Context: an optimization exercise on an open-source flow, tuned for small area, a short achievable clock period and few clock cycles per item. The choices shown serve that exercise and are no tape-out recipe. RTL that was checked went through simulation tests only; none was proved equivalent to the original. For runs 6 and 7, only the layout was checked, not whether the RTL still works. Power and IR drop assume default switching activity.

==> flow/design.v <==
`timescale 1ns / 1ps
`default_nettype none
module framed_ascii_decimal_parser #(
	parameter int MAX_CHARS = 63,
	parameter int MAX_FRAC_DIGITS = 6
) (
	input wire logic clk,
	input wire logic arst_n,
	input wire logic s_tvalid,
	output logic s_tready,
	input wire logic [7:0] s_tdata,
	output logic m_tvalid,
	input wire logic m_tready,
	output logic [55:0] m_tdata,
	output logic [2:0] m_tuser,
	input wire logic cfg_valid,
	output logic cfg_ready,
	input wire logic cfg_index,
	input wire logic [7:0] cfg_data
);
	logic [7:0] start_q, end_q;
	always_ff @(posedge clk or negedge arst_n) begin
		if (!arst_n) begin
			start_q <= 8'd60;
			end_q <= 8'd62;
		end else if (cfg_valid) begin
			if (cfg_index) end_q <= cfg_data;
			else start_q <= cfg_data;
		end
	end
	assign cfg_ready = 1'b1;
	logic v1_q;
	logic is_start1_q, is_end1_q, is_digit1_q, is_point1_q;
	logic [3:0] e1_q;	 
	logic [3:0] d1;
	logic in_frame_q, point_q, bad_q, trunc_q, sat_q;
	logic [5:0] count_q;
	logic full_q;	 
	logic [2:0] frac_q;
	logic [31:0] int_q;
	logic [23:0] bcd_q;	 
	logic busy_q, valid_q;
	logic [1:0] steps_q;
	logic [31:0] int_b_q;
	logic [15:0] fbin_q;
	logic [2:0] frac_b_q;
	logic bad_b_q, trunc_b_q, sat_b_q;
	logic idle, close, open, body, room, fdig, stall, go, handoff;
	assign idle = !busy_q && !valid_q;
	assign open = !in_frame_q && is_start1_q;
	assign close = in_frame_q && is_end1_q;
	assign body = in_frame_q && !is_end1_q;
	assign room = !full_q;
	assign fdig = body && room && is_digit1_q && point_q && (frac_q != 3'd6);
	assign stall = (close && !idle) || (fdig && busy_q);
	assign go = v1_q && !stall;
	assign handoff = v1_q && close && idle;
	logic block_q;
	logic v1_n, is_end1_n, is_digit1_n, in_frame_n, point_n, busy_n, valid_n;
	logic is_digit_in;
	assign s_tready = !block_q;
	assign is_digit_in = (s_tdata[7:4] == 4'h3) && (s_tdata[3:0] <= 4'd9);
	assign v1_n = s_tready ? s_tvalid : (v1_q && !go);
	assign is_end1_n = s_tready ? (s_tdata == end_q) : is_end1_q;
	assign is_digit1_n = s_tready ? is_digit_in : is_digit1_q;
	assign in_frame_n = (go && open) ? 1'b1 : (go && close) ? 1'b0 : in_frame_q;
	assign point_n = (go && open) ? 1'b0 :
		(go && body && room && !is_digit1_q && is_point1_q) ? 1'b1 : point_q;
	assign busy_n = handoff || (busy_q && (steps_q != 2'd0));
	assign valid_n = handoff ? valid_q : busy_q ? (valid_q || (steps_q == 2'd0)) : (valid_q && !m_tready);
	always_ff @(posedge clk or negedge arst_n) begin
		if (!arst_n) begin
			v1_q <= 1'b0;
			block_q <= 1'b0;
		end else begin
			v1_q <= v1_n;
			block_q <= (v1_n && in_frame_n &&
				((is_end1_n && (busy_n || valid_n)) || (is_digit1_n && point_n && busy_n)));
		end
	end
	always_ff @(posedge clk) begin
		if (s_tready) begin
			is_start1_q <= (s_tdata == start_q);
			is_end1_q <= (s_tdata == end_q);
			is_digit1_q <= is_digit_in;
			is_point1_q <= (s_tdata == 8'h2e);
			e1_q <= {s_tdata[3], s_tdata[2] | s_tdata[3], s_tdata[1] | s_tdata[3], s_tdata[0]};
		end
	end
	assign d1 = {e1_q[3], e1_q[2] & !e1_q[3], e1_q[1] & !e1_q[3], e1_q[0]};
	logic [31:0] int_x10;
	logic int_ovf;
	logic [30:0] add_a, add_b, add_s;
	logic add_c, add_co;
	assign add_a = {int_q[28:0], e1_q[2], e1_q[1]};
	assign add_b = int_q[30:0];
	assign add_c = e1_q[3];
	always_comb begin
		logic [30:0] g, p, gg, pp;
		g = add_a & add_b;
		p = add_a ^ add_b;
		gg = g;
		pp = p;
		gg[0] = g[0] | (p[0] & add_c);
		for (int l = 0; l < 5; l++) begin
			for (int i = 30; i >= 0; i--) begin
				if (((i + 1) % (2 << l)) == 0) begin
					gg[i] = gg[i] | (pp[i] & gg[i - (1 << l)]);
					pp[i] = pp[i] & pp[i - (1 << l)];
				end
			end
		end
		for (int l = 3; l >= 0; l--) begin
			for (int i = 30; i >= 0; i--) begin
				if (i >= 3 * (1 << l) - 1 && ((i + 1 - (1 << l)) % (2 << l)) == 0) begin
					gg[i] = gg[i] | (pp[i] & gg[i - (1 << l)]);
					pp[i] = pp[i] & pp[i - (1 << l)];
				end
			end
		end
		add_s = p ^ {gg[29:0], add_c};
		add_co = gg[30];
	end
	assign int_ovf = add_co | int_q[31] | int_q[30] | int_q[29];
	assign int_x10 = {add_s, e1_q[0]};
	logic int_dig;
	assign int_dig = body && room && is_digit1_q && !point_q;
	always_ff @(posedge clk) begin
		if (v1_q && open)
			int_q <= 32'd0;
		else if (v1_q && int_dig)
			int_q <= int_x10;
	end
	always_ff @(posedge clk or negedge arst_n) begin
		if (!arst_n)
			in_frame_q <= 1'b0;
		else if (go) begin
			if (open)
				in_frame_q <= 1'b1;
			else if (close)
				in_frame_q <= 1'b0;
		end
	end
	always_ff @(posedge clk) begin
		if (go) begin
			if (open) begin
				point_q <= 1'b0;
				bad_q <= 1'b0;
				trunc_q <= 1'b0;
				sat_q <= 1'b0;
				count_q <= 6'd0;
				full_q <= 1'b0;
				frac_q <= 3'd0;
			end else if (body) begin
				if (!room) begin
					trunc_q <= 1'b1;
				end else begin
					count_q <= count_q + 6'd1;
					full_q <= (count_q == 6'd62);
					if (is_digit1_q) begin
						if (point_q) begin
							if (frac_q == 3'd6)
								trunc_q <= 1'b1;
							else
								frac_q <= frac_q + 3'd1;
						end else begin
							if (int_ovf)
								sat_q <= 1'b1;
						end
					end else if (is_point1_q && !point_q) begin
						point_q <= 1'b1;
					end else begin
						bad_q <= 1'b1;
					end
				end
			end
		end
	end
	function automatic logic [3:0] dstep(input logic [2:0] r, input logic c);
		logic [3:0] n;
		begin
			n[3] = (!r[2] & r[1]) | (r[0] & c);
			n[2] = (!r[1] & r[0] & c) | (r[2] & !c);
			n[1] = r[0] | (!r[1] & c) | (r[2] & !c);
			n[0] = (!r[1] & !c) | (!r[2] & r[1] & c);
			dstep = n;
		end
	endfunction
	function automatic logic [23:0] dbl(input logic [23:0] f);
		logic [23:0] n;
		begin
			for (int j = 0; j < 6; j++)
				n[4*j +: 4] = dstep(f[4*j +: 3], (j > 0) ? f[4*((j > 0) ? j - 1 : 0) + 3] : 1'b0);
			dbl = n;
		end
	endfunction
	function automatic logic [3:0] dcode(input logic [3:0] d);
		case (d)
			4'd0: dcode = 4'b0110;
			4'd1: dcode = 4'b0000;
			4'd2: dcode = 4'b0001;
			4'd3: dcode = 4'b0010;
			4'd4: dcode = 4'b0011;
			4'd5: dcode = 4'b1110;
			4'd6: dcode = 4'b1000;
			4'd7: dcode = 4'b1001;
			4'd8: dcode = 4'b1010;
			default: dcode = 4'b1011;
		endcase
	endfunction
	logic [23:0] bcd0, bcd1, bcd2, bcd3;
	logic [3:0] fbits;	 
	logic conv;
	assign bcd0 = bcd_q;
	assign bcd1 = dbl(bcd0);
	assign bcd2 = dbl(bcd1);
	assign bcd3 = dbl(bcd2);
	assign fbits = {bcd0[23], bcd1[23], bcd2[23], bcd3[23]};
	assign conv = busy_q || handoff;
	always_ff @(posedge clk) begin
		for (int j = 0; j < 6; j++) begin
			if (conv)
				bcd_q[4*(5-j) +: 4] <= bcd3[4*(5-j) +: 4];
			else if (go && fdig && frac_q == 3'(j))
				bcd_q[4*(5-j) +: 4] <= dcode(d1);
			else if (go && fdig && frac_q < 3'(j))
				bcd_q[4*(5-j) +: 4] <= 4'b0110;
		end
	end
	logic fzero, fsat;
	assign fzero = handoff ? (frac_q == 3'd0) : (frac_b_q == 3'd0);
	assign fsat = handoff ? sat_q : sat_b_q;
	logic [3:0] fmask;
	assign fmask = (fbits & {4{!fzero}}) | {4{fsat}};
	always_ff @(posedge clk) begin
		if (conv)
			fbin_q <= {fbin_q[12:1], handoff ? fmask[3] : fbin_q[0], fmask[2:0]};
		if (handoff) begin
			int_b_q <= int_q | {32{sat_q}};
			frac_b_q <= frac_q;
			bad_b_q <= bad_q;
			trunc_b_q <= trunc_q;
			sat_b_q <= sat_q;
		end
	end
	always_ff @(posedge clk or negedge arst_n) begin
		if (!arst_n) begin
			busy_q <= 1'b0;
			valid_q <= 1'b0;
			steps_q <= 2'd0;
		end else begin
			if (handoff) begin
				busy_q <= 1'b1;
				steps_q <= 2'd3;
			end else if (busy_q) begin
				steps_q <= steps_q - 2'd1;
				if (steps_q == 2'd0) begin
					busy_q <= 1'b0;
					valid_q <= 1'b1;
				end
			end else if (m_tready) begin
				valid_q <= 1'b0;
			end
		end
	end
	assign m_tvalid = valid_q;
	assign m_tdata = {5'd0, frac_b_q, int_b_q, fbin_q};
	assign m_tuser = {sat_b_q, trunc_b_q, bad_b_q};
endmodule
`default_nettype wire
==> flow/flow/run.sh <==
#!/bin/bash
# The standard layout (the standard.sh: ORFS synthesis to finish) with two
# changes: plain buf_2 cells as the port buffers (every port still gets one),
# and no adder-cell mapping in synthesis, so abc maps the adders as plain logic.
# standard.sh's output goes to standard.log.
export BUFFER_PORTS_ARGS="-buffer_cell sky130_fd_sc_hd__buf_2"
export ADDER_MAP_FILE=
bash standard.sh > standard.log 2>&1
==> flow/standard.sh <==
#!/bin/bash
# synth_recipe.tcl (not shown) runs the flow's synth.tcl, then flattens the netlist and writes it again
# the make line also repeats each setting of config.mk as NAME=value (left out here)
make -C /OpenROAD-flow-scripts/flow DESIGN_CONFIG=/design/flow/config.mk WORK_HOME=/design/flow/orfs CLKGATE_MAP_FILE= SYNTH_SCRIPT=/design/flow/synth_recipe.tcl "${@:-finish}"
==> flow/config.mk <==
export PLATFORM = sky130hd
export DESIGN_NAME = framed_ascii_decimal_parser
export DESIGN_NICKNAME = framed_ascii_decimal_parser
export VERILOG_FILES = /design/flow/design.v
export SDC_FILE = /design/flow/constraint.sdc
export NUM_CORES = 4
export LEC_CHECK = 0
export ABC_AREA = 1
export CAP_MARGIN = 20
export CORE_MARGIN = 2
export CORE_UTILIZATION = 40
export CTS_BUF_LIST = sky130_fd_sc_hd__clkbuf_8
export CTS_CLUSTER_DIAMETER = 60
export CTS_CLUSTER_SIZE = 30
export SETUP_SLACK_MARGIN = 3.35
export SLEW_MARGIN = 20
export TNS_END_PERCENT = 3
==> flow/constraint.sdc <==
create_clock -name core_clock -period 5.5 [get_ports {clk}]
set_input_delay 1.1000 -clock core_clock [delete_from_list [all_inputs] [get_ports {clk}]]
set_output_delay 1.1000 -clock core_clock [all_outputs]
set_load 0.01 [all_outputs]
==> results_dict.tcl, run 1 <==
set metrics [dict create \
    peakVddDrop_mv 0.1727 \
    placed_cells_incl_taps 1381 \
    ys_types 48 \
    final_cells 1434 \
    synth_top_area_frac 0.3480 \
    grt.overflow.total 0 \
    holdBufCountCts 0 \
    reg2reg_from "is_end1_q$_DFF_P_" \
    setup_viol 0 \
    grt_max_degree 47 \
    maxCapViolations 0 \
    cts_num_sinks 155 \
    slew_headroom 0.4375 \
    fin_crit_ns 2.245 \
    fp.dieH_microns 148.7 \
    drt-wirelength-per-cell_microns 12.64 \
    min-delay-start "fbin_q[1]$_DFFE_PN_" \
    syn_avg_cell_area_sq_um 7.948 \
    antenna_found_initial 0 \
    ctsLongestPathBuffers 2 \
    max_stage_delay_ns 0.49 \
    tns_ns 0 \
    rsz0062_at_grt "true" \
    cp_data_arrival_time_ns 1.14 \
    power_density_mw_per_mm2 349.1 \
    cts-root-buf "clkbuf_8" \
    ys.flop_type "edfxtp_1" \
    fillCellCount 1961 \
    cp_max_fo 2 \
    startpoint_type "register" \
    drive_above_1_share 0.1993 \
    synth_area_leaders "edfxtp_1, nand2_1, dfxtp_1, inv_1, o21ai_0" \
    cp-end-kind "output pin" \
    worst_path_max_delay_cell "edfxtp_1" \
    cts_buffers 17 \
    async_reset_ff_frac 0.1484 \
    num_antenna_cells 0 \
    ys_warn_count 1 \
    ys_ff_latch 155 \
    timing.critical_path.from "frac_b_q[1]$_DFFE_PP_" \
    wl_mm 18.12 \
    nets 1173 \
    synth_top_cell_by_area "edfxtp_1" \
    hold_viol 0 \
    ys_seq_area_frac 0.5019 \
    ant_nets 0 \
    synth_edf_count 97 \
    status "complete, no violations" \
    area_delta_synth_final_pct 17.21 \
    path_buf_inv 1 \
    grt_use_total 0.1663 \
    p_leak_nw 4.724 \
    path_delay_family "flip-flops" \
    io_buffers 77 \
    hpwl_mm 12.66 \
    fp-row-count 52 \
    synth_common_cells "nand2_1, inv_1, nor2_1" \
    first_iter_violations 422 \
    dr_total_vias 6843 \
    tightest_slew_ns 0.8385 \
    place.gp.congestion 0.8180 \
    fmax_mhz 445.5 \
    vias_per_cell 4.772 \
    htree_levels 4 \
    start_util 0.4110 \
    worstPathCellList "buf_2" \
    core-area_sq_mm 0.02036 \
    die_x_microns 148.7 \
    clkLatencyLatePin_ns 0.48 \
    required_ns 4.40 \
    ios 84 \
    synth_area_sq_mm 0.008369 \
    slew_viol_final 0 \
    hp-class "reg2reg" \
    finalCritPeriodShare 0.4081 \
    dr.pass1.iters 7 \
    clk_pin_slew_ns 0.11 \
    grt_pass1_wl_mm 29.33 \
    grt_pass1_vias 6266 \
    netlist_instances 1053 \
    cts_tree "built" \
    drc 0 \
    crit_type "reg2out" \
    fin_skew_ns 0.01930 \
    utilization 0.4817 \
    synth.most_common_cell "nand2_1" \
    die-area_sq_mm 0.02210 \
]
==> cell usage in the layout, fill, tap and decap left out, types with 9 or more instances in the layout <==
master | synthesis | final
dfstp_2 | 9 | 9
edfxtp_1 | 97 | 97
dfrtp_1 | 14 | 12
nor3_1 | 13 | 11
buf_2 | 3 | 76
o22ai_1 | 14 | 14
o21ai_0 | 84 | 82
or2_2 | 9 | 9
nand2_2 | 10 | 19
dfxtp_2 | 0 | 9
dfxtp_1 | 35 | 23
nand3_1 | 29 | 28
xor2_1 | 25 | 23
nor2_1 | 104 | 90
nand2_1 | 240 | 229
xnor2_1 | 12 | 12
inv_1 | 186 | 183
o211ai_1 | 10 | 10
clkbuf_8 | 0 | 17
nor2_2 | 1 | 12
a21oi_1 | 70 | 70
buf_4 | 9 | 21
==> flip-flops by register name, indices dropped and copies added, names as in the netlist, 2 cells and up <==
register / count
steps_q: 2
fbin_q: 16
e1_q: 4
frac_b_q: 3
bcd_q: 24
start_q: 8
int_q: 32
end_q: 8
int_b_q: 32
frac_q: 3
count_q: 6
==> layout make-up <==
class / instances / area, sq um / share of cell area
flip-flops and latches: 155 / 4225 / 0.4307
well taps: 270 / 337.8 / 0.03444
repair buffers: 100 / 601.8 / 0.06135
clock inverters: 15 / 162.7 / 0.01658
clock buffers: 17 / 234.0 / 0.02385
multi-input cells: 680 / 3501 / 0.3569
inverters: 197 / 747.0 / 0.07615
==> metrics by stage <==
stage | setup slack (ns) | cell area (sq um) | power [mW] | hold slack, ns
2_1_floorplan | 3.133 | 8436 | 2.293 | 0.4003
3_3_place_gp | 3.006 | 9036 | 2.468 | 0.4237
3_5_place_dp | 2.891 | 9036 | 2.481 | 0.4281
4_1_cts | 3.289 | 9610 | 3.367 | 0.4480
5_1_grt | 3.171 | 9809 | 3.672 | 0.4629
6_report | 3.255 | 9809 | 3.425 | 0.4385
==> per-layer routing <==
layer	vias up	share of wire	track usage
met4	0	0.018	0.05619
met5	-	0	0
met3	25	0.038	0.03528
li1	3601	-	-
met2	121	0.46	0.2618
met1	3096	0.48	0.2290
==> path summary, 6_finish.rpt <==
path | to | slack, ns | cells after the start
worst min register to register | fbin_q[4]$_DFFE_PN_ | 0.44 | 0
max in group asynchronous | busy_q$_DFF_PN0_ | 4.53 | 1
min in group asynchronous | start_q[7]$_DFFE_PN0P_ | 0.59 | 1
worst min-delay path | fbin_q[4]$_DFFE_PN_ | 0.44 | 0
worst max-delay path | m_tdata[49] | 3.26 | 1
worst max register to register | bcd_q[1]$_DFFE_PP_ | 3.33 | 12
==> what timing repair did <==
action	CTS	global route
gates resized for setup	18	43
pin swaps	1	13
cloned	2	0
setup buffers	12	7
endpoints found under the setup margin	67	96
==> kinds of logic (layout without fill, tap and decap cells) <==
logic type	count (synthesis)	count (layout)	synth area share
simple gates	430	431	0.2178
buf+inv	223	329	0.1045
compound gates	205	205	0.1343
flops	155	155	0.5019
xor+xnor	38	38	0.04066
other cells	2	6	0.0008973
==> report_power, final <==
part	total (mW)	switching [mW]	internal, mW
logic	1.02	0.617	0.407
clock network	0.862	0.516	0.346
registers	1.54	0.144	1.40
total	3.42	1.28	2.15
Testbench counts, summed over its fixed seeds: cycles 12,722, items 1,200.
==> run 2, diff against run 1 <==
--- a/flow/config.mk
+++ b/flow/config.mk
@@ -12,5 +12,3 @@
 export CTS_BUF_LIST = sky130_fd_sc_hd__clkbuf_8
-export CTS_CLUSTER_DIAMETER = 60
-export CTS_CLUSTER_SIZE = 30
-export SETUP_SLACK_MARGIN = 3.35
+export SETUP_SLACK_MARGIN = 3.45
 export SLEW_MARGIN = 20
==> results_dict.tcl, run 2 <==
set metrics [dict create \
    ys_seq_area_frac 0.5019 \
    layout_common_cells "nand2_1, inv_1, edfxtp_1" \
    final_cells 1441 \
    ys_types 48 \
    dr_total_vias 6874 \
    hold_viol 0 \
    path_delay_family "flip-flops" \
    synth_top_area_frac 0.3480 \
    worstPathCellList "buf_2" \
    cts_num_sinks 155 \
    hp-class "reg2reg" \
    cp-end-kind "output pin" \
    io_buffers 77 \
    path_buf_inv 1 \
    ys.flop_type "edfxtp_1" \
    syn_avg_cell_area_sq_um 7.948 \
    drt-wirelength-per-cell_microns 12.75 \
    largestRegisters "int_b_q x32, int_q x32, bcd_q x24" \
    synth_edf_count 97 \
    fp-row-count 52 \
    ys_warn_count 1 \
    dr.pass1.iters 5 \
    fin_skew_ns 0.01860 \
    required_ns 4.40 \
    finalCritPeriodShare 0.4055 \
    clk_pin_slew_ns 0.11 \
    drive_above_1_share 0.2101 \
    tightest_slew_ns 0.8536 \
    fin_crit_ns 2.231 \
    grt_max_degree 47 \
    htree_levels 4 \
    place.gp.congestion 0.8180 \
    drc 0 \
    area_delta_synth_final_pct 18.64 \
    antenna_found_initial 0 \
    synth_top_cell_by_area "edfxtp_1" \
    die-area_sq_mm 0.02210 \
    clkLatencyLatePin_ns 0.47 \
    fmax_mhz 448.3 \
    synth.most_common_cell "nand2_1" \
    min-delay-start "fbin_q[1]$_DFFE_PN_" \
    rsz0062_at_grt "true" \
    vias_per_cell 4.770 \
    grt_pass1_wl_mm 29.51 \
    hpwl_mm 12.66 \
    placed_cells_incl_taps 1381 \
    worst_path_max_delay_cell "edfxtp_1" \
    netlist_instances 1053 \
    wl_mm 18.38 \
    ctsLongestPathBuffers 2 \
    cts_buffers 17 \
    num_antenna_cells 0 \
    synth_common_cells "nand2_1, inv_1, nor2_1" \
    cp_max_fo 2 \
    cts-root-buf "clkbuf_8" \
    slew_viol_final 0 \
    synth_area_sq_mm 0.008369 \
    p_leak_nw 4.777 \
    fp.dieH_microns 148.7 \
    whs_ns 0.4423 \
    ios 84 \
    slew_headroom 0.4274 \
    nets 1180 \
    async_reset_ff_frac 0.1484 \
    grt_use_total 0.1672 \
    ant_nets 0 \
    core-area_sq_mm 0.02036 \
    max_stage_delay_ns 0.49 \
    startpoint_type "register" \
    final_common_cell "nand2_1" \
    start_util 0.4110 \
    synth_area_leaders "edfxtp_1, nand2_1, dfxtp_1, inv_1, o21ai_0" \
    reg2reg_from "int_q[10]$_SDFFE_PP0P_" \
    status "complete, no violations" \
    grt.overflow.total 0 \
    ys_ff_latch 155 \
    cts_tree "built" \
    holdBufCountCts 0 \
    crit_type "reg2out" \
    grt_pass1_vias 6313 \
    maxCapViolations 0 \
    die_x_microns 148.7 \
    power_density_mw_per_mm2 345.3 \
    peakVddDrop_mv 0.1704 \
    timing.critical_path.from "frac_b_q[1]$_DFFE_PP_" \
    first_iter_violations 434 \
    tns_ns 0 \
    setup_viol 0 \
    cp_data_arrival_time_ns 1.13 \
]
run 2: what timing repair did:
action,CTS,global route
setup buffers,15,10
pin swaps,2,14
setup endpoints to repair,174,139
resized for setup,25,48
gates cloned,2,1
run 2: final timing paths:
check	slack, ns	depth (start not counted)	endpoint
worst max-delay path	3.27	1	m_tdata[49]
worst min-delay path	0.44	0	fbin_q[4]$_DFFE_PN_
worst max register to register	3.33	18	sat_q$_SDFFCE_PP0P_
worst min register to register	0.44	0	fbin_q[4]$_DFFE_PN_
max in group asynchronous	4.52	1	busy_q$_DFF_PN0_
min in group asynchronous	0.60	1	start_q[7]$_DFFE_PN0P_
run 2: cell type report:
cell class                 count  area, sq um
inverter                     197        754.5
clock inverter                15        162.7
tap                          270        337.8
multi-input combinational    680         3535
fill                        1950        10440
sequential                   155         4225
clock buffer                  17        234.0
timing repair buffer         107        680.7
run 2: metal layers:
metal | wire length [microns] | vias to the layer above | part of all wire | GRT usage
met1 | 8922 | 3111 | 0.49 | 0.2300
met2 | 8505 | 126 | 0.46 | 0.2634
li1 | - | 3614 | - | -
met3 | 616 | 23 | 0.034 | 0.03558
met4 | 332 | 0 | 0.018 | 0.05667
met5 | 0 | - | 0 | 0
run 2: power breakdown:
part	internal [mW]	total, mW	switching, mW
registers	1.40	1.54	0.144
logic	0.409	1.03	0.619
clock network	0.346	0.862	0.515
total	2.15	3.43	1.28
run 2: cell families (layout without fill, tap and decap cells):
logic type / count (synthesis) / after routing / synth area share
compound gates: 205 / 205 / 0.1343
xor+xnor: 38 / 38 / 0.04066
buf+inv: 223 / 336 / 0.1045
flops: 155 / 155 / 0.5019
other cells: 2 / 6 / 0.0008973
simple gates: 430 / 431 / 0.2178
run 2: metrics by stage:
stage | power (mW) | area (sq um) | setup WS, ns | utilization
floorplan | 2.293 | 8436 | 3.133 | -
global placement | 2.468 | 9036 | 3.006 | 0.4437
detailed placement | 2.481 | 9036 | 2.891 | 0.4437
CTS | 3.371 | 9667 | 3.289 | 0.4747
global route | 3.677 | 9930 | 3.171 | 0.4876
finish | 3.429 | 9930 | 3.270 | 0.4876
==> run 3, diff against run 2 <==
--- a/flow/config.mk
+++ b/flow/config.mk
@@ -12,3 +12,3 @@
 export CTS_BUF_LIST = sky130_fd_sc_hd__clkbuf_8
-export SETUP_SLACK_MARGIN = 3.45
+export SETUP_SLACK_MARGIN = 3.35
 export SLEW_MARGIN = 20
==> results_dict.tcl, run 3 <==
set metrics [dict create \
    ctsLongestPathBuffers 2 \
    cts_tree "built" \
    dr.pass1.iters 7 \
    peakVddDrop_mv 0.1727 \
    grt_pass1_wl_mm 29.33 \
    startpoint_type "register" \
    whs_path_depth 0 \
    ios 84 \
    drt-wirelength-per-cell_microns 12.64 \
    fp.dieH_microns 148.7 \
    place.gp.congestion 0.8180 \
    required_ns 4.40 \
    reg2regPathDepth 12 \
    dr_total_vias 6843 \
    placed_cells_incl_taps 1381 \
    synth_area_leaders "edfxtp_1, nand2_1, dfxtp_1, inv_1, o21ai_0" \
    synth_area_sq_mm 0.008369 \
    io_buffers 77 \
    ys_ff_latch 155 \
    tns_ns 0 \
    fmax_mhz 445.5 \
    cp-end-kind "output pin" \
    min-delay-start "fbin_q[1]$_DFFE_PN_" \
    slew_viol_final 0 \
    hp-class "reg2reg" \
    fin_ws_ns 3.255 \
    hold_viol 0 \
    cp.depth 1 \
    cts-root-buf "clkbuf_8" \
    grt.overflow.total 0 \
    setup_viol 0 \
    worst_path_max_delay_cell "edfxtp_1" \
    rsz0062_at_grt "true" \
    maxCapViolations 0 \
    die_x_microns 148.7 \
    syn_avg_cell_area_sq_um 7.948 \
    area_delta_synth_final_pct 17.21 \
    synth_edf_count 97 \
    clk_pin_slew_ns 0.11 \
    slew_headroom 0.4375 \
    nets 1173 \
    synth.most_common_cell "nand2_1" \
    final_common_cell "nand2_1" \
    reg2reg_from "is_end1_q$_DFF_P_" \
    vias_per_cell 4.772 \
    globalRouteMet3Util 0.03528 \
    ant_nets 0 \
    crit_type "reg2out" \
    worstPathCellList "buf_2" \
    path_buf_inv 1 \
    place_area_sq_mm 0.009036 \
    utilization 0.4817 \
    finalCritPeriodShare 0.4081 \
    antenna_found_initial 0 \
    fp-row-count 52 \
    regToRegSetupSlack_ns 3.33 \
    status "complete, no violations" \
    synth_top_cell_by_area "edfxtp_1" \
    drc 0 \
    fin_crit_ns 2.245 \
    cts_buffers 17 \
    grt_use_met1 0.2290 \
    grt_max_degree 47 \
    htree_levels 4 \
    power_density_mw_per_mm2 349.1 \
    ys_seq_area_frac 0.5019 \
    wl_mm 18.12 \
    ys.flop_type "edfxtp_1" \
    netlist_instances 1053 \
    holdPathEnd "fbin_q[4]$_DFFE_PN_" \
    max_stage_delay_ns 0.49 \
    synth_top_area_frac 0.3480 \
    tightest_slew_ns 0.8385 \
    ys_warn_count 1 \
    cp_max_fo 2 \
    largestRegisters "int_b_q x32, int_q x32, bcd_q x24" \
    path_delay_family "flip-flops" \
    layout_common_cells "nand2_1, inv_1, edfxtp_1" \
    drive_above_1_share 0.1993 \
    cts_num_sinks 155 \
    fin_skew_ns 0.01930 \
    holdBufCountCts 0 \
    cp_data_arrival_time_ns 1.14 \
    grt_pass1_vias 6266 \
    grt_util_met2 0.2618 \
    hpwl_mm 12.66 \
    synth_common_cells "nand2_1, inv_1, nor2_1" \
    p_leak_nw 4.724 \
    core-area_sq_mm 0.02036 \
    grt_busiest_layer "met2" \
    final_area_sq_mm 0.009809 \
    start_util 0.4110 \
    die-area_sq_mm 0.02210 \
    async_reset_ff_frac 0.1484 \
    first_iter_violations 422 \
    r2r_end "bcd_q[1]$_DFFE_PP_" \
    final_cells 1434 \
    ys_types 48 \
    grt_use_total 0.1663 \
    num_antenna_cells 0 \
    post-place-ws_ns 2.891 \
    clkLatencyLatePin_ns 0.48 \
]
run 3: through the flow:
| step | power, mW | hold slack [ns] |
|---|---|---|
| finish | 3.425 | 0.4385 |
| global route | 3.672 | 0.4629 |
| CTS | 3.367 | 0.4480 |
| detailed placement | 2.481 | 0.4281 |
| global placement | 2.468 | 0.4237 |
| floorplan | 2.293 | 0.4003 |
run 3: how the worst max path moves through the flow:
stage	start	to	slack (ns)
final	frac_b_q[1]$_DFFE_PP_	m_tdata[49]	3.26
after CTS	frac_b_q[0]$_DFFE_PP_	m_tdata[48]	3.29
after detailed placement	is_end1_q$_DFF_P_	bcd_q[1]$_DFFE_PP_	2.89
after floorplan	frac_q[2]$_SDFFCE_PP0P_	bcd_q[4]$_DFFE_PP_	3.13
after global placement	is_end1_q$_DFF_P_	bcd_q[1]$_DFFE_PP_	3.01
after global routing	int_q[8]$_SDFFE_PP0P_	sat_q$_SDFFCE_PP0P_	3.17
run 3: what timing repair did:
item | CTS | global route
setup buffers | 12 | 7
gates resized for setup | 18 | 43
pin swaps | 1 | 13
endpoints found under the hold margin | 0 | 0
setup endpoints to repair | 67 | 96
cloned | 2 | 0
run 3: cells by family (layout without fill, tap and decap cells):
kind of cell,Yosys count,count (layout),share of synthesized area
flip-flops,155,155,0.5019
XOR/XNOR,38,38,0.04066
AND/OR/NAND/NOR,430,431,0.2178
other,2,6,0.0008973
AO/OA/AOI/OAI,205,205,0.1343
buffers and inverters,223,329,0.1045
run 3: area by class of cell:
| class | count | area (sq um) |
|---|---|---|
| clock buffers | 17 | 234.0 |
| well taps | 270 | 337.8 |
| repair buffers | 100 | 601.8 |
| flip-flops and latches | 155 | 4225 |
| multi-input cells | 680 | 3501 |
| fillers | 1961 | 10560 |
| clock inverters | 15 | 162.7 |
| inverters | 197 | 747.0 |
run 3: worst reg2reg max path, cell delays in order (launching register included):
cell     delay [ns]
dfxtp_1        0.32
inv_1          0.08
nand2_1        0.11
nor2_4         0.16
nand2_2        0.08
nor3_2         0.20
nand2_1        0.13
nand3_4        0.11
nor2_4         0.08
nor2_4         0.22
inv_6          0.16
nor3_1         0.23
a21oi_1        0.06
run 3: power by group:
| part | leakage (nW) | total (mW) | switching, mW | internal (mW) |
|---|---|---|---|---|
| clock | 0.201 | 0.862 | 0.516 | 0.346 |
| combinational | 3.08 | 1.02 | 0.617 | 0.407 |
| sequential | 1.45 | 1.54 | 0.144 | 1.40 |
| total | 4.72 | 3.42 | 1.28 | 2.15 |
run 3: layer usage:
metal | part of all wire | vias up
li1 | - | 3601
met1 | 0.48 | 3096
met2 | 0.46 | 121
met3 | 0.038 | 25
met4 | 0.018 | 0
met5 | 0 | -
==> run 4, diff against run 3 <==
--- a/flow/config.mk
+++ b/flow/config.mk
@@ -12,2 +12,3 @@
 export CTS_BUF_LIST = sky130_fd_sc_hd__clkbuf_8
+export GPL_ROUTABILITY_DRIVEN = 0
 export SETUP_SLACK_MARGIN = 3.35
==> results_dict.tcl, run 4 <==
set metrics [dict create \
    status "complete, no violations" \
    final_common_cell "nand2_1" \
    internal_power_mw 2.148 \
    antenna_found_initial 0 \
    first_iter_violations 422 \
    start_util 0.4110 \
    largestRegisters "int_b_q x32, int_q x32, bcd_q x24" \
    num_antenna_cells 0 \
    clkPwrFrac 0.252 \
    htree_levels 4 \
    holdBufCountCts 0 \
    ant_nets 0 \
    synth_top_cell_by_area "edfxtp_1" \
    tns_ns 0 \
    grt_pass1_vias 6266 \
    ios 84 \
    vias_per_cell 4.772 \
    core-area_sq_mm 0.02036 \
    wl_met2_mm 8.329 \
    setup_viol 0 \
    ys_types 48 \
    slew_headroom 0.4375 \
    required_ns 4.40 \
    synth.most_common_cell "nand2_1" \
    cp_max_fo 2 \
    area_delta_synth_final_pct 17.21 \
    die_x_microns 148.7 \
    grt_use_total 0.1663 \
    dr.pass1.iters 7 \
    power_density_mw_per_mm2 349.1 \
    grt.overflow.total 0 \
    utilization 0.4817 \
    ys_seq_area_frac 0.5019 \
    clkLatencyLatePin_ns 0.48 \
    grt_max_degree 47 \
    wl_met3_microns 697 \
    synth_edf_count 97 \
    cts-root-buf "clkbuf_8" \
    cp_data_arrival_time_ns 1.14 \
    synthXorXnorAreaFrac 0.04066 \
    cts_buffers 17 \
    finalCritPeriodShare 0.4081 \
    grt_pass1_wl_mm 29.33 \
    worst_path_max_delay_cell "edfxtp_1" \
    hpwl_mm 12.66 \
    worstPathCellList "buf_2" \
    path_delay_family "flip-flops" \
    synth-compound-area-share 0.1343 \
    top_layer "met4" \
    peakVddDrop_mv 0.1727 \
    maxCapViolations 0 \
    fin_skew_ns 0.01930 \
    synth_top_family_by_area "simple AND/OR/NAND/NOR gates" \
    ys_ff_latch 155 \
    drc 0 \
    seq_power_share 0.449 \
    drive_above_1_share 0.1993 \
    fmax_mhz 445.5 \
    p_switching_mw 1.276 \
    netlist_instances 1053 \
    p_comb_frac 0.299 \
    slew_viol_final 0 \
    fin_crit_ns 2.245 \
    syn_avg_cell_area_sq_um 7.948 \
    netSwitchingFraction 0.3726 \
    rsz0062_at_grt "true" \
    die-area_sq_mm 0.02210 \
    io_buffers 77 \
    synth_area_leaders "edfxtp_1, nand2_1, dfxtp_1, inv_1, o21ai_0" \
    fp.dieH_microns 148.7 \
    cts_num_sinks 155 \
    synth_simple_gate_area_share 0.2178 \
    synth_area_sq_mm 0.008369 \
    dr_total_vias 6843 \
    hp-class "reg2reg" \
    hold_viol 0 \
    ctsLongestPathBuffers 2 \
    wl_mm 18.12 \
    synth_common_cells "nand2_1, inv_1, nor2_1" \
    muxShareOfSynthArea 0 \
    synth_top_area_frac 0.3480 \
    async_reset_ff_frac 0.1484 \
    startpoint_type "register" \
    path_buf_inv 1 \
    synthAdderAreaFrac 0 \
    clk_pin_slew_ns 0.11 \
    crit_type "reg2out" \
    p_leak_nw 4.724 \
    cts_tree "built" \
    tightest_slew_ns 0.8385 \
    drt-wirelength-per-cell_microns 12.64 \
    max_stage_delay_ns 0.49 \
    ys.flop_type "edfxtp_1" \
    met1_length_mm 8.763 \
    nets 1173 \
    ys_warn_count 1 \
    fp-row-count 52 \
    layout_common_cells "nand2_1, inv_1, edfxtp_1" \
    cp-end-kind "output pin" \
]
[run 4: cell counts in the layout (fill, tap and decap cells not counted)]
No cell type changed its count.
[run 4: cells by family (layout without fill, tap and decap cells)]
kind of cell,after synthesis,in the layout
other,2,6
buffers and inverters,223,329
DFF,155,155
xor gates and xnor gates,38,38
AOI/OAI and AO/OA,205,205
and+or+nand+nor,430,431
[run 4: per-layer routing]
layer | vias up | GRT usage
met2 | 121 | 0.2618
met4 | 0 | 0.05619
li1 | 3601 | -
met3 | 25 | 0.03528
met1 | 3096 | 0.2290
met5 | - | 0
[run 4: worst reg2reg max path, stage by stage, from the launching register on]
cell	delay, ns
dfxtp_1	0.32
inv_1	0.08
nand2_1	0.11
nor2_4	0.16
nand2_2	0.08
nor3_2	0.20
nand2_1	0.13
nand3_4	0.11
nor2_4	0.08
nor2_4	0.22
inv_6	0.16
nor3_1	0.23
a21oi_1	0.06
[run 4: layout make-up]
| cell class | count | area [sq um] |
|---|---|---|
| clock buffer | 17 | 234.0 |
| clock inverter | 15 | 162.7 |
| fill | 1961 | 10560 |
| inverter | 197 | 747.0 |
| multi-input combinational | 680 | 3501 |
| sequential | 155 | 4225 |
| tap | 270 | 337.8 |
| timing repair buffer | 100 | 601.8 |
[run 4: power groups by stage]
stage	clock [mW]	sequential (mW)	combinational, mW
6_report	0.862	1.54	1.02
5_1_grt	0.934	1.56	1.18
4_1_cts	0.885	1.52	0.959
3_5_place_dp	0	1.55	0.936
3_3_place_gp	0	1.54	0.925
2_1_floorplan	0	1.51	0.784
[run 4: path summary, 6_finish.rpt]
| check | start | to | cells after the start | slack (ns) |
|---|---|---|---|---|
| max reg2reg | is_end1_q$_DFF_P_ | bcd_q[1]$_DFFE_PP_ | 12 | 3.33 |
| max in group asynchronous | arst_n | busy_q$_DFF_PN0_ | 1 | 4.53 |
| min reg2reg | fbin_q[1]$_DFFE_PN_ | fbin_q[4]$_DFFE_PN_ | 0 | 0.44 |
| min in group asynchronous | arst_n | start_q[7]$_DFFE_PN0P_ | 1 | 0.59 |
| max | frac_b_q[1]$_DFFE_PP_ | m_tdata[49] | 1 | 3.26 |
| min | fbin_q[1]$_DFFE_PN_ | fbin_q[4]$_DFFE_PN_ | 0 | 0.44 |
[run 4: per-stage QoR]
stage	setup WS, ns	cells	power, mW	hold WS (ns)	area, sq um
finish	3.255	1434	3.425	0.4385	9809
global route	3.171	1434	3.672	0.4629	9809
CTS	3.289	1427	3.367	0.4480	9610
detailed placement	2.891	1381	2.481	0.4281	9036
global placement	3.006	1381	2.468	0.4237	9036
floorplan	3.133	1057	2.293	0.4003	8436
[run 4: timing repair]
item                       4_1_cts  5_1_grt
pin swaps                        1       13
setup endpoints to repair       67       96
buffers inserted                12        7
resized for setup               18       43
gates cloned                     2        0
==> run 5, diff against run 4 <==
--- a/flow/config.mk
+++ b/flow/config.mk
@@ -12,3 +12,3 @@
 export CTS_BUF_LIST = sky130_fd_sc_hd__clkbuf_8
-export GPL_ROUTABILITY_DRIVEN = 0
+export PLACE_DENSITY = 0.75
 export SETUP_SLACK_MARGIN = 3.35
==> results_dict.tcl, run 5 <==
set metrics [dict create \
    power_density_mw_per_mm2 350.5 \
    synth_common_cells "nand2_1, inv_1, nor2_1" \
    drive_above_1_share 0.1971 \
    crit_type "reg2out" \
    startpoint_type "register" \
    path_buf_inv 1 \
    async_reset_ff_frac 0.1484 \
    cts-root-buf "clkbuf_8" \
    layout_common_cells "nand2_1, inv_1, edfxtp_1" \
    dr_total_vias 7021 \
    largestRegisters "int_b_q x32, int_q x32, bcd_q x24" \
    p_leak_nw 4.739 \
    synth_edf_count 97 \
    final_common_cell "nand2_1" \
    ys_warn_count 1 \
    rsz0062_at_grt "true" \
    tightest_slew_ns 0.8046 \
    die_x_microns 148.7 \
    nets 1176 \
    whs_path_depth 0 \
    fp-row-count 52 \
    fp.dieH_microns 148.7 \
    place_area_sq_mm 0.009036 \
    grt_pass1_wl_mm 28.74 \
    drc 0 \
    grt_use_total 0.1614 \
    netSwitchingFraction 0.3560 \
    die-area_sq_mm 0.02210 \
    first_iter_violations 566 \
    grt_pass1_vias 6282 \
    final_area_sq_mm 0.009819 \
    multiInputGateArea_sq_mm 0.003473 \
    io_buffers 77 \
    clk_pin_slew_ns 0.09 \
    dr.pass1.iters 5 \
    ios 84 \
    ys.flop_type "edfxtp_1" \
    fillCellCount 1867 \
    worstPathCellList "buf_2" \
    reg2regPathDepth 12 \
    p_switching_mw 1.225 \
    ys_seq_area_frac 0.5019 \
    worst_path_max_delay_cell "edfxtp_1" \
    synth_top_cell_by_area "edfxtp_1" \
    grt_max_degree 47 \
    antenna_found_initial 0 \
    ys_types 48 \
    synth_top_area_frac 0.3480 \
    hpwl_mm 12.69 \
    clkPwrFrac 0.260 \
    finalCritPeriodShare 0.4062 \
    hp-class "reg2reg" \
    cts_buffers 17 \
    p_comb_frac 0.295 \
    synth_area_leaders "edfxtp_1, nand2_1, dfxtp_1, inv_1, o21ai_0" \
    slew_viol_final 0 \
    syn_avg_cell_area_sq_um 7.948 \
    cp_data_arrival_time_ns 1.13 \
    netlist_instances 1053 \
    slew_headroom 0.4603 \
    cp.depth 1 \
    clkLatencyLatePin_ns 0.48 \
    setup_viol 0 \
    num_antenna_cells 0 \
    start_util 0.4110 \
    final-seq-area_sq_mm 0.004219 \
    hold_viol 0 \
    cts_tree "built" \
    ys_ff_latch 155 \
    peakVddDrop_mv 0.1885 \
    area_delta_synth_final_pct 17.33 \
    cts_num_sinks 155 \
    vias_per_cell 4.886 \
    internal_power_mw 2.216 \
    status "complete, no violations" \
    ant_nets 0 \
    fin_skew_ns 0.01027 \
    ctsLongestPathBuffers 2 \
    path_delay_family "flip-flops" \
    synth_area_sq_mm 0.008369 \
    core-area_sq_mm 0.02036 \
    seq_power_share 0.445 \
    fin_crit_ns 2.234 \
    wl_mm 18.13 \
    htree_levels 4 \
    drt-wirelength-per-cell_microns 12.62 \
    synth.most_common_cell "nand2_1" \
    fmax_mhz 447.6 \
    maxCapViolations 0 \
    max_stage_delay_ns 0.47 \
    tns_ns 0 \
    cp-end-kind "output pin" \
    cp_max_fo 2 \
    required_ns 4.40 \
    holdBufCountCts 0 \
    grt.overflow.total 0 \
    place.gp.congestion 0.8299 \
]
[run 5: cell counts after synthesis]
Identical to the previous run, type by type.
[run 5: through the flow]
| stage | setup WS (ns) | cells | total power, mW | util | hold WS (ns) |
|---|---|---|---|---|---|
| final | 3.266 | 1437 | 3.441 | 0.4822 | 0.4223 |
| after CTS | 3.282 | 1428 | 3.398 | 0.4717 | 0.4245 |
| after global routing | 3.209 | 1437 | 3.656 | 0.4822 | 0.4369 |
| after detailed placement | 2.907 | 1381 | 2.478 | 0.4437 | 0.4135 |
| after floorplan | 3.133 | 1057 | 2.293 | - | 0.4003 |
| after global placement | 3.033 | 1381 | 2.446 | 0.4437 | 0.4032 |
[run 5: cells by family (layout without fill, tap and decap cells)]
kind of cell,after synthesis,after routing,share of synthesized area
simple gates,430,431,0.2178
buf+inv,223,332,0.1045
compound gates,205,205,0.1343
flops,155,155,0.5019
xor+xnor,38,38,0.04066
other cells,2,6,0.0008973
[run 5: path summary, 6_finish.rpt]
check / from / endpoint / slack (ns)
max: frac_b_q[0]$_DFFE_PP_ / m_tdata[48] / 3.27
min: trunc_q$_SDFFCE_PP0P_ / trunc_b_q$_DFFE_PP_ / 0.42
max reg2reg: full_q$_SDFFCE_PP0P_ / fbin_q[3]$_DFFE_PN_ / 3.34
min reg2reg: trunc_q$_SDFFCE_PP0P_ / trunc_b_q$_DFFE_PP_ / 0.42
max in group asynchronous: arst_n / block_q$_DFF_PN0_ / 4.52
min in group asynchronous: arst_n / start_q[7]$_DFFE_PN0P_ / 0.59
[run 5: layout make-up]
class | count | share of cell area
tap | 270 | 0.03440
multi-input combinational | 680 | 0.3537
clock buffer | 18 | 0.02523
timing repair buffer | 102 | 0.06269
sequential | 155 | 0.4297
inverter | 197 | 0.07683
timing repair inverter | 1 | 0.0008919
clock inverter | 14 | 0.01656
[run 5: layer usage]
layer / vias up / track usage / wire length, microns
li1: 3599 / - / -
met1: 3226 / 0.2072 / 8174
met5: - / 0 / 0
met4: 0 / 0.05381 / 342
met3: 30 / 0.03528 / 933
met2: 166 / 0.2715 / 8679
[run 5: timing repair]
item | 4_1_cts | 5_1_grt
endpoints found under the setup margin | 68 | 94
setup buffers | 14 | 7
gates resized for setup | 16 | 39
pin swaps | 3 | 7
cloned | 1 | 2
[run 5: power groups by stage]
| stage | Combinational [mW] | Clock [mW] | Sequential [mW] |
|---|---|---|---|
| 6_report | 1.02 | 0.894 | 1.53 |
| 3_5_place_dp | 0.933 | 0 | 1.55 |
| 2_1_floorplan | 0.784 | 0 | 1.51 |
| 3_3_place_gp | 0.905 | 0 | 1.54 |
| 5_1_grt | 1.16 | 0.945 | 1.55 |
| 4_1_cts | 0.968 | 0.906 | 1.52 |
==> run 6, diff against run 5 <==
--- a/flow/design.v
+++ b/flow/design.v
@@ -57,2 +57,4 @@
 	assign handoff = v1_q && close && idle;
+	logic quick;
+	assign quick = (frac_q == 3'd0) || sat_q;
 	logic block_q;
@@ -68,4 +70,4 @@
 		(go && body && room && !is_digit1_q && is_point1_q) ? 1'b1 : point_q;
-	assign busy_n = handoff || (busy_q && (steps_q != 2'd0));
-	assign valid_n = handoff ? valid_q : busy_q ? (valid_q || (steps_q == 2'd0)) : (valid_q && !m_tready);
+	assign busy_n = (handoff && !quick) || (busy_q && (steps_q != 2'd0));
+	assign valid_n = handoff ? quick : busy_q ? (valid_q || (steps_q == 2'd0)) : (valid_q && !m_tready);
 	always_ff @(posedge clk or negedge arst_n) begin
@@ -218,3 +220,3 @@
 	assign fbits = {bcd0[23], bcd1[23], bcd2[23], bcd3[23]};
-	assign conv = busy_q || handoff;
+	assign conv = busy_q || (handoff && !quick);
 	always_ff @(posedge clk) begin
@@ -235,3 +237,5 @@
 	always_ff @(posedge clk) begin
-		if (conv)
+		if (handoff && quick)
+			fbin_q <= {16{sat_q}};
+		else if (conv)
 			fbin_q <= {fbin_q[12:1], handoff ? fmask[3] : fbin_q[0], fmask[2:0]};
@@ -251,3 +255,5 @@
 		end else begin
-			if (handoff) begin
+			if (handoff && quick) begin
+				valid_q <= 1'b1;
+			end else if (handoff) begin
 				busy_q <= 1'b1;
--- a/flow/config.mk
+++ b/flow/config.mk
@@ -12,4 +12,3 @@
 export CTS_BUF_LIST = sky130_fd_sc_hd__clkbuf_8
-export PLACE_DENSITY = 0.75
-export SETUP_SLACK_MARGIN = 3.35
+export SETUP_SLACK_MARGIN = 3.3
 export SLEW_MARGIN = 20
==> results_dict.tcl, run 6 <==
set metrics [dict create \
    synth_area_sq_mm 0.008516 \
    ys_ff_latch 155 \
    hold_viol 0 \
    drt-wirelength-per-cell_microns 12.89 \
    finalCritPeriodShare 0.4182 \
    dr_total_vias 7064 \
    peakVddDrop_mv 0.1745 \
    ctsLongestPathBuffers 2 \
    grt_pass1_wl_mm 30.30 \
    fillCellCount 2051 \
    die-area_sq_mm 0.02247 \
    cts_tree "built" \
    vias_per_cell 4.796 \
    crit_type "reg2out" \
    whs_ns 0.4285 \
    grt_max_degree 45 \
    fin_skew_ns 0.009679 \
    drive_above_1_share 0.2179 \
    dr.pass1.iters 7 \
    min-delay-start "bad_q$_SDFFCE_PP0P_" \
    cts_buffers 17 \
    largestRegisters "int_b_q x32, int_q x32, bcd_q x24" \
    cp_max_fo 5 \
    tns_ns 0 \
    netlist_instances 1079 \
    ys.flop_type "edfxtp_1" \
    cp-end-kind "output pin" \
    power_density_mw_per_mm2 321.0 \
    final_common_cell "nand2_1" \
    slew_viol_final 0 \
    required_ns 4.40 \
    ys_warn_count 1 \
    clkLatencyLatePin_ns 0.46 \
    regToRegSetupSlack_ns 3.29 \
    die_x_microns 149.9 \
    fp-row-count 53 \
    hpwl_mm 13.26 \
    grt_use_total 0.1705 \
    ys_seq_area_frac 0.4932 \
    start_util 0.4064 \
    p_leak_nw 4.775 \
    cp_data_arrival_time_ns 1.20 \
    syn_avg_cell_area_sq_um 7.892 \
    first_iter_violations 402 \
    rsz0062_at_grt "true" \
    synth_area_leaders "edfxtp_1, nand2_1, dfxtp_1, inv_1, o21ai_0" \
    io_buffers 77 \
    wl_mm 18.99 \
    synth_common_cells "nand2_1, inv_1, nor2_1" \
    area_delta_synth_final_pct 17.76 \
    layout_common_cells "nand2_1, inv_1, nor2_1" \
    async_reset_ff_frac 0.1484 \
    fin_crit_ns 2.300 \
    startpoint_type "register" \
    status "complete, no violations" \
    fmax_mhz 434.8 \
    antenna_found_initial 0 \
    htree_levels 4 \
    synth_edf_count 97 \
    reg2reg_from "in_frame_q$_DFFE_PN0P_" \
    ios 84 \
    nets 1207 \
    maxCapViolations 0 \
    grt.overflow.total 0 \
    tightest_slew_ns 0.7493 \
    synth_top_area_frac 0.3421 \
    setup_viol 0 \
    clk_pin_slew_ns 0.09 \
    slew_headroom 0.4999 \
    hp-class "reg2reg" \
    num_antenna_cells 0 \
    core-area_sq_mm 0.02096 \
    drc 0 \
    synth.most_common_cell "nand2_1" \
    place.gp.congestion 0.8456 \
    fp.dieH_microns 149.9 \
    ys_types 42 \
    cts-root-buf "clkbuf_8" \
    timing.critical_path.from "block_q$_DFF_PN0_" \
    cts_num_sinks 155 \
    grt_pass1_vias 6238 \
    ant_nets 0 \
    synth_top_cell_by_area "edfxtp_1" \
]
run 6: changes by cell type in the layout (fill, tap and decap cells not counted), moves of 6 or more:
cell	change
inv_1	-15
o21ai_0	+12
nand3_1	+8
a21oi_1	-7
buf_4	+7
nand2_1	+7
nand2_2	+7
nor2_1	+7
or2_2	+6
run 6: kinds of logic after synthesis:
kind of cell / Yosys count / synth area share
buf+inv: 210 / 0.09741
compound gates: 199 / 0.1258
flops: 155 / 0.4932
simple gates: 474 / 0.2417
xor+xnor: 39 / 0.04099
other cells: 2 / 0.0008819
run 6: worst max-delay path, cell delays in order, from the launching register on:
cell and delay, ns:
dfrtp_2 0.45, clkinvlp_4 0.15, buf_6 0.14
run 6: final cells by class:
class	instances	area, sq um	share of cell area
multi-input combinational	718	3685	0.3674
clock inverter	15	148.9	0.01485
timing repair inverter	2	17.52	0.001747
inverter	181	714.4	0.07124
timing repair buffer	110	666.9	0.06650
sequential	155	4218	0.4206
tap	275	344.1	0.03431
clock buffer	17	234.0	0.02333
run 6: power breakdown:
group	leakage, nW	switching, mW	internal (mW)
combinational	3.11	0.522	0.353
clock	0.189	0.449	0.402
sequential	1.47	0.122	1.37
run 6: worst paths after layout:
| kind | to | cells past startpoint |
|---|---|---|
| worst max-delay path | s_tready | 2 |
| min in group asynchronous | end_q[6]$_DFFE_PN0P_ | 1 |
| worst min-delay path | bad_b_q$_DFFE_PP_ | 0 |
| worst min register to register | bad_b_q$_DFFE_PP_ | 0 |
| worst max register to register | bcd_q[8]$_DFFE_PP_ | 13 |
| max in group asynchronous | block_q$_DFF_PN0_ | 1 |
run 6: repair_timing:
action	4_1_cts	5_1_grt
setup buffers	6	25
pin swaps	1	10
endpoints found under the setup margin	110	101
resized for setup	23	65
hold buffers	0	0
gates cloned	0	2
run 6: metal layers:
layer	GRT usage	vias up	share of wire
met3	0.03354	21	0.048
met5	0	-	0
li1	-	3675	-
met1	0.2346	3223	0.48
met2	0.2715	145	0.46
met4	0.05283	0	0.016
run 6: metrics by stage:
stage | cell area [sq um] | total power [mW] | std cells | util | setup slack [ns]
2_1_floorplan | 8533 | 2.166 | 1083 | - | 3.383
5_1_grt | 10030 | 3.445 | 1473 | 0.4786 | 3.123
3_3_place_gp | 9128 | 2.314 | 1408 | 0.4356 | 2.774
4_1_cts | 9620 | 3.180 | 1446 | 0.4591 | 3.167
3_5_place_dp | 9128 | 2.327 | 1408 | 0.4356 | 2.674
6_report | 10030 | 3.219 | 1473 | 0.4786 | 3.200
==> run 7, diff against run 6 <==
--- a/flow/config.mk
+++ b/flow/config.mk
@@ -12,3 +12,3 @@
 export CTS_BUF_LIST = sky130_fd_sc_hd__clkbuf_8
-export SETUP_SLACK_MARGIN = 3.3
+export SETUP_SLACK_MARGIN = 3.35
 export SLEW_MARGIN = 20
==> results_dict.tcl, run 7 <==
set metrics [dict create \
    reg2reg_from "in_frame_q$_DFFE_PN0P_" \
    clkPwrFrac 0.268 \
    cp.depth 2 \
    dr_total_vias 6939 \
    grt.overflow.total 0 \
    fin_ws_ns 3.175 \
    maxCapViolations 0 \
    final_area_sq_mm 0.009827 \
    cp-end-kind "output pin" \
    synth_common_cells "nand2_1, inv_1, nor2_1" \
    p_switching_mw 1.078 \
    fin_crit_ns 2.325 \
    rsz0062_at_grt "true" \
    peakVddDrop_mv 0.1736 \
    synth_top_family_by_area "simple AND/OR/NAND/NOR gates" \
    final-seq-area_sq_mm 0.004205 \
    ys_types 42 \
    synth_area_sq_mm 0.008516 \
    hp-class "reg2reg" \
    cp_data_arrival_time_ns 1.22 \
    synth.most_common_cell "nand2_1" \
    tns_ns 0 \
    grt_util_met2 0.2753 \
    synth_top_area_frac 0.3421 \
    r2r_end "fbin_q[3]$_DFFE_PP_" \
    whs_ns 0.4282 \
    drive_above_1_share 0.1899 \
    cts_tree "built" \
    die_x_microns 149.9 \
    synth_top_cell_by_area "edfxtp_1" \
    muxShareOfSynthArea 0 \
    largestRegisters "int_b_q x32, int_q x32, bcd_q x24" \
    cp_max_fo 5 \
    clk_pin_slew_ns 0.09 \
    path_delay_family "flip-flops" \
    place_area_sq_mm 0.009128 \
    netlist_instances 1079 \
    syn_avg_cell_area_sq_um 7.892 \
    netSwitchingFraction 0.3396 \
    hold_viol 0 \
    finalCritPeriodShare 0.4227 \
    fp-row-count 53 \
    internal_power_mw 2.097 \
    hpwl_mm 13.26 \
    reg2regPathDepth 14 \
    required_ns 4.40 \
    drt-wirelength-per-cell_microns 12.97 \
    final_cells 1460 \
    fp.dieH_microns 149.9 \
    p_comb_frac 0.263 \
    synth_edf_count 97 \
    async_reset_ff_frac 0.1484 \
    ios 84 \
    dr.pass1.iters 5 \
    htree_levels 4 \
    worst_path_max_delay_cell "dfrtp_2" \
    multiInputGateArea_sq_mm 0.003615 \
    globalRouteMet3Util 0.03354 \
    holdPathEnd "bad_b_q$_DFFE_PP_" \
    place.gp.congestion 0.8456 \
    crit_type "reg2out" \
    fmax_mhz 430.2 \
    p_leak_nw 4.692 \
    grt_pass1_wl_mm 30.62 \
    die-area_sq_mm 0.02247 \
    start_util 0.4064 \
    setup_viol 0 \
    synthAdderAreaFrac 0 \
    cts-root-buf "clkbuf_8" \
    fin_skew_ns 0.009700 \
    vias_per_cell 4.753 \
    startpoint_type "register" \
    regToRegSetupSlack_ns 3.24 \
    ctsLongestPathBuffers 2 \
    antenna_found_initial 0 \
    placed_cells_incl_taps 1408 \
    synth-compound-area-share 0.1258 \
    synthXorXnorAreaFrac 0.04099 \
    nets 1194 \
    slew_viol_final 0 \
    slew_headroom 0.4769 \
    path_buf_inv 2 \
    synth_area_leaders "edfxtp_1, nand2_1, dfxtp_1, inv_1, o21ai_0" \
    ys_ff_latch 155 \
    seq_power_share 0.468 \
    drc 0 \
    area_delta_synth_final_pct 15.40 \
    min-delay-start "bad_q$_SDFFCE_PP0P_" \
    grt_max_degree 45 \
    post-place-ws_ns 2.674 \
    synth_simple_gate_area_share 0.2417 \
    max_stage_delay_ns 0.46 \
    layout_common_cells "nand2_1, inv_1, nor2_1" \
    cts_buffers 17 \
    grt_pass1_vias 6265 \
    cts_num_sinks 155 \
    ys_warn_count 1 \
    clkLatencyLatePin_ns 0.46 \
    core-area_sq_mm 0.02096 \
    ys.flop_type "edfxtp_1" \
    grt_use_total 0.1725 \
    wl_mm 18.94 \
    tightest_slew_ns 0.7838 \
    io_buffers 77 \
    power_density_mw_per_mm2 323.1 \
    fillCellCount 2087 \
    grt_use_met1 0.2389 \
    ant_nets 0 \
    num_antenna_cells 0 \
    final_common_cell "nand2_1" \
    whs_path_depth 0 \
    first_iter_violations 404 \
    holdBufCountCts 0 \
    status "complete, no violations" \
    ys_seq_area_frac 0.4932 \
    grt_busiest_layer "met2" \
    worstPathCellList "clkinvlp_4, buf_2" \
]
run 7: repair_timing:
action	in CTS	in global routing
gates resized for setup	26	20
hold endpoints to repair	0	0
gates cloned	2	0
setup endpoints to repair	141	140
setup buffers	8	10
pin swaps	1	3
run 7: cells by family (layout without fill, tap and decap cells):
logic type | count (synthesis) | count (layout)
simple gates | 474 | 474
buf+inv | 210 | 312
compound gates | 199 | 199
flops | 155 | 155
xor+xnor | 39 | 39
other cells | 2 | 6
run 7: layout make-up:
class | count | area share
clock buffer | 17 | 0.02381
clock inverter | 15 | 0.01515
inverter | 181 | 0.07207
multi-input combinational | 718 | 0.3678
sequential | 155 | 0.4279
tap | 275 | 0.03501
timing repair buffer | 97 | 0.05704
timing repair inverter | 2 | 0.001146
run 7: worst max-delay path by stage:
stage                                        from                   to
after floorplan           frac_q[2]$_SDFFCE_PP0P_  fbin_q[3]$_DFFE_PP_
after global placement    frac_q[1]$_SDFFCE_PP0P_  fbin_q[3]$_DFFE_PP_
after detailed placement  frac_q[1]$_SDFFCE_PP0P_  fbin_q[3]$_DFFE_PP_
after CTS                       block_q$_DFF_PN0_             s_tready
after global routing            e1_q[2]$_DFFE_PN_  sat_q$_SDFFCE_PP0P_
final                           block_q$_DFF_PN0_             s_tready
run 7: worst register-to-register path, delay by kind of cell, from the launching register on:
family | cells | cell delay [ns]
compound gates | 2 | 0.33
buf+inv | 2 | 0.22
flops | 1 | 0.38
simple gates | 10 | 1.11
run 7: power by group through the flow:
stage | clock [mW] | sequential [mW] | combinational [mW]
global placement | 0 | 1.51 | 0.805
CTS | 0.870 | 1.48 | 0.826
global route | 0.922 | 1.51 | 0.968
floorplan | 0 | 1.47 | 0.691
finish | 0.852 | 1.49 | 0.835
detailed placement | 0 | 1.51 | 0.817
run 7: metrics by stage:
step | power, mW | util
after floorplan | 2.166 | -
after global placement | 2.314 | 0.4356
after detailed placement | 2.327 | 0.4356
after CTS | 3.181 | 0.4615
after global routing | 3.399 | 0.4690
final | 3.175 | 0.4690
run 7: routing by layer:
layer,up-vias,share of wire
li1,3636,-
met1,3165,0.49
met2,124,0.46
met3,14,0.043
met4,0,0.013
met5,-,0
==> run 8, diff against run 7 <==
--- a/flow/design.v
+++ b/flow/design.v
@@ -57,4 +57,2 @@
 	assign handoff = v1_q && close && idle;
-	logic quick;
-	assign quick = (frac_q == 3'd0) || sat_q;
 	logic block_q;
@@ -70,4 +68,4 @@
 		(go && body && room && !is_digit1_q && is_point1_q) ? 1'b1 : point_q;
-	assign busy_n = (handoff && !quick) || (busy_q && (steps_q != 2'd0));
-	assign valid_n = handoff ? quick : busy_q ? (valid_q || (steps_q == 2'd0)) : (valid_q && !m_tready);
+	assign busy_n = handoff || (busy_q && (steps_q != 2'd0));
+	assign valid_n = handoff ? valid_q : busy_q ? (valid_q || (steps_q == 2'd0)) : (valid_q && !m_tready);
 	always_ff @(posedge clk or negedge arst_n) begin
@@ -220,3 +218,3 @@
 	assign fbits = {bcd0[23], bcd1[23], bcd2[23], bcd3[23]};
-	assign conv = busy_q || (handoff && !quick);
+	assign conv = busy_q || handoff;
 	always_ff @(posedge clk) begin
@@ -237,5 +235,3 @@
 	always_ff @(posedge clk) begin
-		if (handoff && quick)
-			fbin_q <= {16{sat_q}};
-		else if (conv)
+		if (conv)
 			fbin_q <= {fbin_q[12:1], handoff ? fmask[3] : fbin_q[0], fmask[2:0]};
@@ -255,5 +251,3 @@
 		end else begin
-			if (handoff && quick) begin
-				valid_q <= 1'b1;
-			end else if (handoff) begin
+			if (handoff) begin
 				busy_q <= 1'b1;
==> flow/flow/run.sh (replaced) <==
#!/bin/bash
# The standard layout (standard.sh: ORFS synthesis to finish) with three
# changes that leave the registers as the standard synthesis makes them:
#  - plain buf_2 cells as the port buffers (every port still gets one);
#  - no adder-cell mapping in synthesis, so abc maps the adders as logic;
#  - abc maps the logic with its area mapper (flow/abc_amap.script).
# The synthesis script is synth_recipe.tcl, sourced after a wrapper that only
# swaps the script abc is given. Each tool's output is in standard.log and in
# ORFS's own logs under orfs/logs.
set -euo pipefail
W=$PWD
export BUFFER_PORTS_ARGS="-buffer_cell sky130_fd_sc_hd__buf_2"
export ADDER_MAP_FILE=
export FADP_ABC_SCRIPT="$W/flow/abc_amap.script"
cat > "$W/flow_synth.tcl" <<TCL
proc abc {args} {
  set i [lsearch -exact \$args -script]
  if {\$i >= 0} { lset args [expr {\$i + 1}] \$::env(FADP_ABC_SCRIPT) }
  yosys abc {*}\$args
}
source $W/synth_recipe.tcl
TCL
sed "s#SYNTH_SCRIPT=[^ ]*#SYNTH_SCRIPT=$W/flow_synth.tcl#" standard.sh > my_standard.sh
bash my_standard.sh > standard.log 2>&1
==> flow/flow/abc_amap.script (new file) <==
strash
dch
amap
topo
stime -c
buffer -c
upsize -c
dnsize -c
--- a/flow/config.mk
+++ b/flow/config.mk
@@ -14,2 +14,2 @@
 export SLEW_MARGIN = 20
-export TNS_END_PERCENT = 3
+export TNS_END_PERCENT = 10
==> results_dict.tcl, run 8 <==
set metrics [dict create \
    status "complete, no violations" \
    cts_num_sinks 155 \
    htree_levels 4 \
    cp_data_arrival_time_ns 3.38 \
    synth_top_cell_by_area "edfxtp_1" \
    wl_mm 18.60 \
    async_reset_ff_frac 0.1484 \
    drt-wirelength-per-cell_microns 15.09 \
    fin_skew_ns 0.01060 \
    cp_max_fo 4 \
    grt_pass1_wl_mm 30.19 \
    ys_warn_count 1 \
    io_buffers 77 \
    grt_pass1_vias 6259 \
    ys_seq_area_frac 0.5356 \
    max_stage_delay_ns 0.43 \
    first_iter_violations 376 \
    peakVddDrop_mv 0.1564 \
    cts_tree "built" \
    synth_area_leaders "edfxtp_1, dfxtp_1, nor2_1, inv_1, o221a_2" \
    fillCellCount 1755 \
    synth_common_cells "nor2_1, inv_1, edfxtp_1" \
    hold_viol 0 \
    required_ns 5.91 \
    regToRegSetupSlack_ns 2.53 \
    area_delta_synth_final_pct 22.00 \
    startpoint_type "register" \
    worstPathCellList "inv_2, o22ai_2, nor2_2, a21oi_2, nor2_2, a21oi_2, inv_2, a31oi_4, o2111ai_4, a31oi_4, inv_2, a31oi_4, o2111ai_2, a21oi_2, nor2_1, a21oi_2, nor2_1, a21oi_1, o221a_2" \
    num_antenna_cells 0 \
    final_common_cell "edfxtp_1" \
    hpwl_mm 11.83 \
    largestRegisters "int_b_q x32, int_q x32, bcd_q x24" \
    crit_type "reg2reg" \
    fp-row-count 51 \
    slew_headroom 0.3870 \
    holdBufCountCts 0 \
    ys_ff_latch 155 \
    vias_per_cell 5.290 \
    fp.dieH_microns 144.0 \
    antenna_found_initial 0 \
    netlist_instances 829 \
    clkLatencyLatePin_ns 0.46 \
    synth_edf_count 97 \
    die-area_sq_mm 0.02074 \
    path_common_cell "a21oi_2" \
    ys_types 52 \
    whs_ns 0.4252 \
    syn_avg_cell_area_sq_um 9.460 \
    grt_use_total 0.1861 \
    maxCapViolations 0 \
    ant_nets 0 \
    clk_pin_slew_ns 0.09 \
    finalCritPeriodShare 0.5393 \
    tns_ns 0 \
    path_delay_family "compound AO/OA/AOI/OAI gates" \
    ys.flop_type "edfxtp_1" \
    drive_above_1_share 0.3133 \
    dr_total_vias 6517 \
    drc 0 \
    ios 84 \
    place.gp.congestion 0.8219 \
    cp-end-kind "register" \
    tightest_slew_ns 0.9196 \
    path_buf_inv 3 \
    grt_max_degree 34 \
    core-area_sq_mm 0.01933 \
    hp-class "reg2reg" \
    power_density_mw_per_mm2 356.5 \
    synth_top_area_frac 0.3714 \
    worst_path_max_delay_cell "edfxtp_1" \
    layout_common_cells "edfxtp_1, inv_1, nor2_1" \
    grt.overflow.total 0 \
    cts_buffers 17 \
    dr.pass1.iters 4 \
    start_util 0.4056 \
    p_leak_nw 3.863 \
    die_x_microns 144.0 \
    synth.most_common_cell "nor2_1" \
    slew_viol_final 0 \
    fin_crit_ns 2.966 \
    rsz0062_at_grt "true" \
    fmax_mhz 337.1 \
    cts-root-buf "clkbuf_8" \
    synth_area_sq_mm 0.007843 \
    nets 976 \
    ctsLongestPathBuffers 2 \
    setup_viol 0 \
]
[run 8: changes by cell type in the layout (fill, tap and decap cells not counted), sizes merged, moves of 9 or more]
cell,delta
nand2,-207
inv,-73
o221a,+33
nand3,-31
o21ai,-31
o22ai,+30
buf,+29
or2,+27
xor2,-26
xnor2,-13
o221ai,+12
nor2,-9
nor4,+9
[run 8: where the power goes]
group / leakage, nW / switching (mW) / internal [mW]
clock network: 0.190 / 0.467 / 0.411
registers: 1.45 / 0.158 / 1.38
logic: 2.23 / 0.533 / 0.456
[run 8: per-stage QoR]
step                      utilization  total power [mW]  cell area [sq um]  setup WS [ns]  instances
after global placement         0.4399             2.380               8506          2.235       1152
final                          0.4949             3.411               9568          2.534       1232
after floorplan                     -             2.214               7913          2.162        833
after global routing           0.4949             3.633               9568          2.290       1232
after detailed placement       0.4399             2.386               8506          2.189       1152
after CTS                      0.4901             3.362               9475          2.473       1226
[run 8: kinds of logic after synthesis]
family / Yosys count / synth area share
AO/OA/AOI/OAI: 270 / 0.2384
buffers and inverters: 133 / 0.06796
flip-flops: 155 / 0.5356
other: 2 / 0.0009576
AND/OR/NAND/NOR: 269 / 0.1571
[run 8: repair_timing]
action,4_1_cts,5_1_grt
gates cloned,4,0
resized for setup,60,16
buffers inserted,38,6
pin swaps,27,7
endpoints found under the setup margin,161,174
[run 8: cell type report]
class | count | area (sq um) | area share
clock inverter | 15 | 166.4 | 0.01739
clock buffer | 17 | 234.0 | 0.02445
sequential | 155 | 4204 | 0.4394
multi-input combinational | 545 | 3367 | 0.3519
timing repair buffer | 127 | 842.1 | 0.08801
timing repair inverter | 2 | 12.51 | 0.001308
tap | 265 | 331.6 | 0.03465
inverter | 106 | 410.4 | 0.04289
[run 8: path summary, 6_finish.rpt]
path,end,depth (start not counted),from
max,int_q[31]$_SDFFE_PP0P_,19,e1_q[1]$_DFFE_PN_
max reg2reg,int_q[31]$_SDFFE_PP0P_,19,e1_q[1]$_DFFE_PN_
min,trunc_b_q$_DFFE_PP_,0,trunc_q$_SDFFCE_PP0P_
min in group asynchronous,block_q$_DFF_PN0_,1,arst_n
min reg2reg,trunc_b_q$_DFFE_PP_,0,trunc_q$_SDFFCE_PP0P_
max in group asynchronous,end_q[4]$_DFFE_PN1P_,1,arst_n
[run 8: layer usage]
metal / global-route usage / wire length (microns) / up-vias
met1: 0.2366 / 8318 / 3069
met4: 0.07688 / 522 / 0
met3: 0.04073 / 756 / 29
met2: 0.3085 / 8998 / 140
li1: - / - / 3279
met5: 0 / 0 / -
Testbench counts of run 8, summed over its fixed seeds: cycles 12,722, items 1,200.

Setup slack of run 8, layout unchanged: 2.534 ns with ideal ports, 2.534 ns with driving cells assumed (clock clkbuf_16, inputs buf_2), 2.534 ns with port delays also shifted by the 0.498 ns mid clock arrival.
